Source: an optimization exercise on an open RTL-to-GDS flow (aim: small area and few clock cycles). Production flows keep margins and buffers that such runs may drop. Where RTL was checked, it was by simulation tests only, not by an equivalence proof against the original. Power is estimated from default activity; no workload was simulated.

## v58
Design min_max_column_decimator_top, start of the top module:
module min_max_column_decimator_top (
    input  wire logic                                i_clk,
    input  wire logic                                i_rst_n,
    input  wire logic                                i_cfg_we,
    input  wire logic [mmcd_pkg::CFG_IDX_BITS-1:0]   i_cfg_idx,
    input  wire logic [mmcd_pkg::CFG_DATA_BITS-1:0]  i_cfg_data,
    input  wire logic                                i_sample_valid,
    output      logic                                o_sample_ready,
    input  wire logic [mmcd_pkg::SAMPLE_BITS-1:0]    i_sample,
    output      logic                                o_result_valid,
    input  wire logic                                i_result_ready,
    output      logic [mmcd_pkg::COL_BITS-1:0]       o_result_column,
    output      logic [mmcd_pkg::SAMPLE_BITS-1:0]    o_result_low_peak,
    output      logic [mmcd_pkg::SAMPLE_BITS-1:0]    o_result_high_peak,
    output      logic                                o_result_run_last,
    output      logic                                o_result_frame_last
);
Settings: LEC_CHECK=0, CAP_MARGIN=20, CORE_MARGIN=2, CORE_UTILIZATION=40, SLEW_MARGIN=20; clock period 10.0 ns.
standard.sh (not shown) runs the stock make flow with config.mk's settings and CLKGATE_MAP_FILE= SYNTH_SCRIPT=/design/flow/synth_recipe.tcl, a recipe that flattens the netlist after the stock synthesis.
==> flow/flow/run.sh <==
#!/bin/bash
# The standard layout (the standard.sh: standard synthesis, floorplan, place, CTS, route),
# with two changes: buffer_ports gives each input and output port a sky130_fd_sc_hd__buf_1
# rather than the default buffer cell, and clock tree synthesis uses a clkbuf_16 at the root,
# clkbuf_8 inside the tree and clkbuf_4 at the register clusters. Make's full output goes to
# standard.log here; ORFS's own per-step logs stay under orfs/logs.
set -euo pipefail
export BUFFER_PORTS_ARGS="-buffer_cell sky130_fd_sc_hd__buf_1"
export CTS_ARGS="-sink_clustering_enable -repair_clock_nets -buf_list sky130_fd_sc_hd__clkbuf_4 -root_buf sky130_fd_sc_hd__clkbuf_16 -tree_buf sky130_fd_sc_hd__clkbuf_8 -sink_clustering_buffer sky130_fd_sc_hd__clkbuf_4"
bash standard.sh > standard.log 2>&1
Testbench counts of v58, summed over its fixed seeds: cycles 149,558.
Edits applied to the flow inputs when going from v58 to v59:
# v58
export LEC_CHECK = 0
export CAP_MARGIN = 20
export CORE_MARGIN = 2
export CORE_UTILIZATION = 40
export SLEW_MARGIN = 20
create_clock -name core_clock -period 10.0 [get_ports {i_clk}]
# v59
export LEC_CHECK = 0
export CAP_MARGIN = 20
export CORE_MARGIN = 2
export CORE_UTILIZATION = 40
export CTS_BUF_LIST = sky130_fd_sc_hd__clkbuf_4
export CTS_CLUSTER_DIAMETER = 20
export SLEW_MARGIN = 20
create_clock -name core_clock -period 10.0 [get_ports {i_clk}]
==> flow/flow/run.sh <==
#!/bin/bash
# The standard layout (the standard.sh: standard synthesis, floorplan, place, CTS, route),
# with one change: buffer_ports gives each input and output port a sky130_fd_sc_hd__buf_1
# rather than the default buffer cell. Make's full output goes to standard.log here; ORFS's own
# per-step logs stay under orfs/logs.
set -euo pipefail
export BUFFER_PORTS_ARGS="-buffer_cell sky130_fd_sc_hd__buf_1"
bash standard.sh > standard.log 2>&1
## What came out
STATUS cell area after layout: v59 wins against v58
Routed via count divided by cell count essentially unchanged between v59 and v58.
Of v58 and v59, the run reporting the lower synthesis-to-finish area growth was v59.
v59 vs v58 — share of total power in the clock network dropped 4.7 points.
The portion of total power attributed to combinational logic in v59 sits 1.6 points above the value recorded for v58.
Per the comparison of v59 with v58, worst setup slack after layout now larger; switching portion of total power increased by 1.4 points relative to the old numbers; proportion of cell area spent on the clock network decreased by 1.4 points relative to the old numbers; global-route usage over all layers shows no meaningful change.
Comparing v59 with v58, the signal arrival time at the worst endpoint came out essentially unchanged.
The inputs of v53 differ from those of v59 as listed below.
# v59
export LEC_CHECK = 0
export CAP_MARGIN = 20
export CORE_MARGIN = 2
export CORE_UTILIZATION = 40
export CTS_BUF_LIST = sky130_fd_sc_hd__clkbuf_4
export CTS_CLUSTER_DIAMETER = 20
export SLEW_MARGIN = 20
create_clock -name core_clock -period 10.0 [get_ports {i_clk}]
# v53
export LEC_CHECK = 0
export CAP_MARGIN = 20
export CORE_MARGIN = 2
export CORE_UTILIZATION = 40
export CTS_BUF_LIST = sky130_fd_sc_hd__clkbuf_8
export PLACE_DENSITY = 0.8
export SLEW_MARGIN = 20
create_clock -name core_clock -period 10.0 [get_ports {i_clk}]
### Flow results
v53 -> v59: placed cell count flat
Looking at clock-pin transition on the worst setup and hold timing paths, v53 sits 0.03 ns below v59.
Routed wire length, v53 vs v59: down slightly
Max area growth from synthesis to final layout across v53 and v59: v53
In v53 the diode insertion count for antenna repair turned out 2 lower than in v59.
#### Input delta (v23 over v53)
# v53
export LEC_CHECK = 0
export CAP_MARGIN = 20
export CORE_MARGIN = 2
export CORE_UTILIZATION = 40
export CTS_BUF_LIST = sky130_fd_sc_hd__clkbuf_8
export PLACE_DENSITY = 0.8
export SLEW_MARGIN = 20
create_clock -name core_clock -period 10.0 [get_ports {i_clk}]
# v23
export LEC_CHECK = 0
export CAP_MARGIN = 20
export CORE_MARGIN = 2
export CORE_UTILIZATION = 60
export CTS_BUF_LIST = sky130_fd_sc_hd__clkbuf_8
export PLACE_DENSITY = 0.75
export SLEW_MARGIN = 20
create_clock -name core_clock -period 10.0 [get_ports {i_clk}]
Results
In the tables for v53 and v23, area inside the core boundary reads higher with v53.
Diff v53 -> v23: design area went down 0.58%, synthesized area held, die area went down 32%, routed metal-1 wirelength went down about 5.5%, fmax went down 1.5%.
Relative max-transition margin deteriorates in v23 relative to v53.


Another version of the RTL of min_max_column_decimator_top (not shown whole).
Size in the first run: roughly 1000 cells after synthesis, roughly 130 flip-flops.
==> flow/config.mk <==
export PLATFORM = sky130hd
export DESIGN_NAME = min_max_column_decimator_top
export DESIGN_NICKNAME = min_max_column_decimator_top
export VERILOG_FILES = /design/flow/design.v
export SDC_FILE = /design/flow/constraint.sdc
export NUM_CORES = 4
export LEC_CHECK = 0
export ABC_AREA = 1
export CAP_MARGIN = 20
export CORE_MARGIN = 2
export CORE_UTILIZATION = 40
export CTS_BUF_LIST = sky130_fd_sc_hd__clkbuf_8
export CTS_CLUSTER_SIZE = 30
export SLEW_MARGIN = 20
==> flow/constraint.sdc <==
create_clock -name core_clock -period 10.0 [get_ports {i_clk}]
set_input_delay 2.0000 -clock core_clock [delete_from_list [all_inputs] [get_ports {i_clk}]]
set_output_delay 2.0000 -clock core_clock [all_outputs]
set_load 0.01 [all_outputs]
==> flow/flow/run.sh <==
#!/bin/bash
# The standard layout (the standard.sh: standard synthesis, floorplan, place, CTS, route),
# with one change: buffer_ports gives each input and output port a sky130_fd_sc_hd__buf_1
# rather than the default buffer cell. Make's full output goes to standard.log here; ORFS's own
# per-step logs stay under orfs/logs.
set -euo pipefail
export BUFFER_PORTS_ARGS="-buffer_cell sky130_fd_sc_hd__buf_1"
bash standard.sh > standard.log 2>&1
Then changed:
Settings changed: ABC_AREA 1 to default, CTS_CLUSTER_SIZE 30 to default.
Outcome: The changed run finished with timing, DRC and antenna clean. Core utilization is lower by 0.29 points. Synthesized area falls by 0.64%. Clock skew decreases by 0.0097 ns. Global-route usage went down by 0.87 points. Via count came out lower by 9.5%. Design area fell by 0.95%. Hold slack degrades by 0.016 ns. Worst setup slack degrades by 0.19 ns.
Then changed:
Settings changed: CTS_BUF_LIST sky130_fd_sc_hd__clkbuf_8 to sky130_fd_sc_hd__clkbuf_4 sky130_fd_sc_hd__clkbuf_8.
The new run passed the timing, DRC and antenna checks.
Clock-buffer cell count went up by 1.
Sequential share of layout area stays flat.
Synthesized area does not change.
Non-clock buffer count is unchanged.
Clock power barely changes.
Routed wire length barely changes.
Via count stays flat.
Register-to-register slack barely changes.
Fmax barely changes.
Function was not checked in any run of this note: the RTL went through the layout flow alone.

## what the ideal ports hide
The flow's constraints put no driver on any port. The routed layouts listed below were extracted and timed again, unchanged, in two steps.
Step 1 assumes that a clkbuf_16 drives the clock port and a buf_2 every other input.
Step 2 also shifts input and output timing later by t, the mid clock arrival at the registers, as if the neighbouring blocks saw the same clock.
a / b / c = ideal ports / drivers / drivers and shift; a / b = the first two.
run | shift t [ns] | slack for setup (ns) | worst hold slack (ns) | worst setup path after step 2 | worst data-port slew with drivers (ns)
v58 | 0.413 | 1.027 / 1.017 / 0.604 | 0.443 / 0.443 / 0.443 | input to register | 0.05
v59 | 0.575 | 1.208 / 1.191 / 0.615 | 0.455 / 0.455 / 0.455 | input to register | 0.06
v53 | 0.491 | 1.078 / 1.054 / 0.562 | 0.441 / 0.441 / 0.441 | input to register | 0.06
v23 | 0.468 | 0.939 / 0.916 / 0.449 | 0.434 / 0.434 / 0.434 | input to register | 0.06
the first run of note 2 | 0.488 | 1.511 / 1.511 / 1.511 | 0.446 / 0.446 / 0.446 | register to register | 0.06
the second run of note 2 | 0.481 | 1.320 / 1.320 / 1.320 | 0.429 / 0.429 / 0.429 | register to register | 0.06
the third run of note 2 | 0.480 | 1.318 / 1.318 / 1.318 | 0.428 / 0.428 / 0.428 | register to register | 0.06
After both steps setup and hold are still met in every run listed. For v59, which loses most, drivers alone change the setup slack by -0.017 ns; drivers and shift together by -0.593 ns.
